What follows belongs to an exercise in optimizing a design on an open flow for small area, a short achievable clock period and few clock cycles per item; a production flow would make more cautious choices.
Function was checked by simulation only, so behaviour that the tests miss may differ from the original.
Power and IR drop assume default switching activity.

==> job 4535 <==
## wbps_top
module wbps_top (
  input  wire logic        clk_i,
  input  wire logic        rst_ni,
  input  wire logic        cfg_we_i,
  input  wire logic [2:0]  cfg_idx_i,
  input  wire logic [63:0] cfg_data_i,
  input  wire logic        in_valid_i,
  input  wire logic [7:0]  in_byte_i,
  input  wire logic        in_last_i,
  output logic             in_stall_o,
  output logic             out_valid_o,
  output logic             out_found_o,
  output logic [15:0]      out_offset_o,
  input  wire logic        out_stall_i
);
==> module wbps_window, before the edit <==
module wbps_window (
  input  wire logic         clk_i,
  input  wire logic         step_i,      
  input  wire logic         first_i,     
  input  wire logic         zero_i,      
  input  wire logic [4:0]   nm1_i,
  output logic      [15:0]  off_o
);
  logic [15:0] off_q;
  logic [15:0] n16;
  assign n16 = 16'(nm1_i) + 16'd1;
  always_ff @(posedge clk_i) begin
    if (step_i) begin
      if (zero_i) begin
        off_q <= 16'd0;
      end else if (first_i) begin
        off_q <= 16'd1 - n16;
      end else if (off_q != ~n16) begin
        off_q <= off_q + 16'd1;
      end
    end
  end
  assign off_o = off_q;
endmodule
==> module wildcard_byte_pattern_scanner_core, before the edit <==
module wildcard_byte_pattern_scanner_core (
  input  wire logic         clk_i,
  input  wire logic         rst_ni,
  input  wire logic         cfg_we_i,
  input  wire logic [2:0]   cfg_idx_i,
  input  wire logic [63:0]  cfg_data_i,
  input  wire logic         in_valid_i,
  input  wire wbps_pkg::in_t in_data_i,
  output logic              in_stall_o,
  output logic              out_valid_o,
  output wbps_pkg::out_t    out_data_o,
  input  wire logic         out_stall_i
);
  logic [4:0]       nm1;
  logic [3:0]       wvld;
  logic [3:0][63:0] pat;
  logic             load;
  logic             step;
  logic             hit;
  logic [15:0]      off;
  logic             last_q;    
  logic             first_q;   
  logic             fresh_q;   
  logic             done_q;    
  logic             ov_q;
  logic             found_q;
  assign in_stall_o = out_stall_i;
  assign load       = in_valid_i && !out_stall_i;
  assign step       = fresh_q && !out_stall_i;
  wbps_cfg u_cfg (
    .clk_i      (clk_i),
    .rst_ni     (rst_ni),
    .cfg_we_i   (cfg_we_i),
    .cfg_idx_i  (cfg_idx_i),
    .cfg_data_i (cfg_data_i),
    .nm1_o      (nm1),
    .wvld_o     (wvld),
    .pat_o      (pat)
  );
  wbps_match u_match (
    .clk_i     (clk_i),
    .load_i    (load),
    .restart_i (last_q),
    .byte_i    (in_data_i.region_byte),
    .wvld_i    (wvld),
    .pat_i     (pat),
    .nm1_i     (nm1),
    .hit_o     (hit)
  );
  wbps_window u_window (
    .clk_i   (clk_i),
    .step_i  (step),
    .first_i (first_q),
    .zero_i  (last_q && !hit),
    .nm1_i   (nm1),
    .off_o   (off)
  );
  always_ff @(posedge clk_i or negedge rst_ni) begin
    if (!rst_ni) begin
      last_q  <= 1'b1;
      fresh_q <= 1'b0;
      ov_q    <= 1'b0;
    end else if (!out_stall_i) begin
      fresh_q <= in_valid_i;
      ov_q    <= fresh_q && !done_q && (hit || last_q);
      if (in_valid_i) last_q <= in_data_i.region_end;
    end
  end
  always_ff @(posedge clk_i) begin
    if (load) begin
      first_q <= last_q;
      done_q  <= !last_q && (done_q || hit);
    end
    if (!out_stall_i) found_q <= hit;
  end
  assign out_valid_o             = ov_q;
  assign out_data_o.found        = found_q;
  assign out_data_o.match_offset = off;
endmodule
Settings: LEC_CHECK=0, CAP_MARGIN=20, CORE_MARGIN=2, CORE_UTILIZATION=45, PLACE_DENSITY=0.6, SETUP_SLACK_MARGIN=4.3, SLEW_MARGIN=20; clock period 7.5 ns.
standard.sh (not shown) runs the stock make flow with config.mk's settings and CLKGATE_MAP_FILE= SYNTH_SCRIPT=/design/flow/synth_recipe.tcl, a recipe that flattens the netlist after the stock synthesis.
==> flow/flow/run.sh <==
#!/bin/bash
# Standard layout, with plain buf_1 cells as the port buffers.
set -euo pipefail
bash standard.sh "BUFFER_PORTS_ARGS=-buffer_cell sky130_fd_sc_hd__buf_1" finish > standard_flow.log 2>&1
==> job 3921 (differences from job 4535) <==
==> flow/run.sh (new file) <==
#!/bin/bash
# synth_recipe.tcl (not shown) runs the flow's synth.tcl, then flattens the netlist and writes it again
# the make line also repeats each setting of config.mk as NAME=value (left out here)
make -C /OpenROAD-flow-scripts/flow DESIGN_CONFIG=/design/flow/config.mk WORK_HOME=/design/flow/orfs CLKGATE_MAP_FILE= SYNTH_SCRIPT=/design/flow/synth_recipe.tcl finish
CTS_BUF_LIST = sky130_fd_sc_hd__clkbuf_4 sky130_fd_sc_hd__clkbuf_8   (was not set)
SETUP_SLACK_MARGIN = 3.5   (was 4.3)
removed: flow/flow/run.sh
removed: flow/standard.sh
==> job 317 (differences from job 4535) <==
--- a/flow/design.v
+++ b/flow/design.v
@@ -63,22 +63,19 @@
   input  wire logic         clk_i,
   input  wire logic         step_i,      
   input  wire logic         first_i,     
-  input  wire logic         zero_i,      
   input  wire logic [4:0]   nm1_i,
   output logic      [15:0]  off_o
 );
   logic [15:0] off_q;
   logic [15:0] n16;
   assign n16 = 16'(nm1_i) + 16'd1;
-  always_ff @(posedge clk_i) begin
-    if (step_i) begin
-      if (zero_i) begin
-        off_q <= 16'd0;
-      end else if (first_i) begin
-        off_q <= 16'd1 - n16;
-      end else if (off_q != ~n16) begin
-        off_q <= off_q + 16'd1;
-      end
+  logic inc;
+  assign inc = step_i && (off_q != ~n16);
+  always_ff @(posedge clk_i) begin
+    if (step_i && first_i) begin
+      off_q <= 16'd1 - n16;
+    end else begin
+      off_q <= off_q + 16'(inc);
     end
   end
   assign off_o = off_q;
@@ -171,7 +168,6 @@
     .clk_i   (clk_i),
     .step_i  (step),
     .first_i (first_q),
-    .zero_i  (last_q && !hit),
     .nm1_i   (nm1),
     .off_o   (off)
   );
@@ -195,7 +191,7 @@
   end
   assign out_valid_o             = ov_q;
   assign out_data_o.found        = found_q;
-  assign out_data_o.match_offset = off;
+  assign out_data_o.match_offset = found_q ? off : 16'd0;
 endmodule
 `default_nettype wire
 `default_nettype none
==> flow/run.sh (new file) <==
#!/bin/bash
# synth_recipe.tcl (not shown) runs the flow's synth.tcl, then flattens the netlist and writes it again
# the make line also repeats each setting of config.mk as NAME=value (left out here)
make -C /OpenROAD-flow-scripts/flow DESIGN_CONFIG=/design/flow/config.mk WORK_HOME=/design/flow/orfs CLKGATE_MAP_FILE= SYNTH_SCRIPT=/design/flow/synth_recipe.tcl finish
CORE_UTILIZATION = 62   (was 45)
CTS_BUF_LIST = sky130_fd_sc_hd__clkbuf_16   (was not set)
CTS_CLUSTER_DIAMETER = 80   (was not set)
CTS_CLUSTER_SIZE = 32   (was not set)
PLACE_DENSITY = 0.75   (was 0.6)
SETUP_SLACK_MARGIN = 4.4   (was 4.3)
removed: flow/flow/run.sh
removed: flow/standard.sh
==> results.yml <==
routing:
  wirelength_mm: 32.1
timing:
  slew_headroom_pct: 31.8
  layout_min_cycle_time_ns: 3.21
global_routing:
  grt_pass1_vias: 8712
  grt_util_met1_pct: 34.3
die:
  dieWidth_um: 158
  taps: 319
layout:
  multi_input_area_share_pct: 31.3
power:
  power_combinational_w: 0.000589
  clock_power_w: 0.000980
  sequentialPowerShare_pct: 57.8
run_status:
  status: "complete, no violations"
# the run above: job 317

==> results.yml <==
run_status:
  status: "complete, no violations"
timing:
  fmax_ghz: 0.254
  layout_min_cycle_time_ns: 3.94
global_routing:
  grt_util_met1_pct: 26.6
layout:
  nClkBuffers: 69
  multi_input_area_share_pct: 29.7
power:
  power_combinational_w: 0.000531
  sequentialPowerShare_pct: 50.9
worst_setup_path:
  endpoint: "in_stall_o"
die:
  taps: 442
routing:
  wirelength_mm: 35.9
  topRoutingLayerUsed: "met4"
# the run above: job 3921

==> results.yml <==
power:
  sequentialPowerShare_pct: 48.6
  clock_power_w: 0.00177
  power_combinational_w: 0.000491
routing:
  wirelength_mm: 36.0
global_routing:
  grt_pass1_vias: 9059
  grt_util_met1_pct: 29.3
layout:
  multi_input_area_share_pct: 30.5
die:
  dieWidth_um: 187
timing:
  layout_min_cycle_time_ns: 3.21
run_status:
  status: "complete, no violations"
# the run above: job 4535

Testbench counts of job 4535, summed over its fixed seeds: cycles 110,095, items 109,783.
Testbench counts of job 3921, summed over its fixed seeds: cycles 110,095, items 109,783.
Testbench counts of job 317, summed over its fixed seeds: cycles 110,095, items 109,783.

-- re-timing with driven ports --
The flow's constraints put no driver on any port. The routed layouts listed below were extracted and timed again, unchanged, in two steps.
Step 1, drivers: a clkbuf_16 drives clk_i and a buf_2 each remaining input, both assumed.
Step 2 times the ports against the registers' clock, not the clock port: input delays grow and output delays shrink by t, the midpoint of the rising clock arrivals with the driver on.
a / b / c = ideal / step 1 / step 2; a / b = the first two.
run	shift t [ns]	setup WS [ns]	latest minus earliest clock arrival (ns)	slew at the worst register clock pin (ns)	worst data-port slew with drivers (ns)
job 4535	0.553	4.290 / 4.238 / 3.900	0.023 / 0.023	0.06 / 0.06	0.07
job 3921	0.636	3.562 / 3.535 / 3.535	0.036 / 0.036	0.07 / 0.07	0.04
job 317	0.552	4.290 / 4.243 / 3.975	0.021 / 0.021	0.12 / 0.12	0.06
After both steps every run listed still meets setup and hold. For job 4535, which loses most, drivers alone change the setup slack by -0.052 ns; drivers and shift together by -0.390 ns.
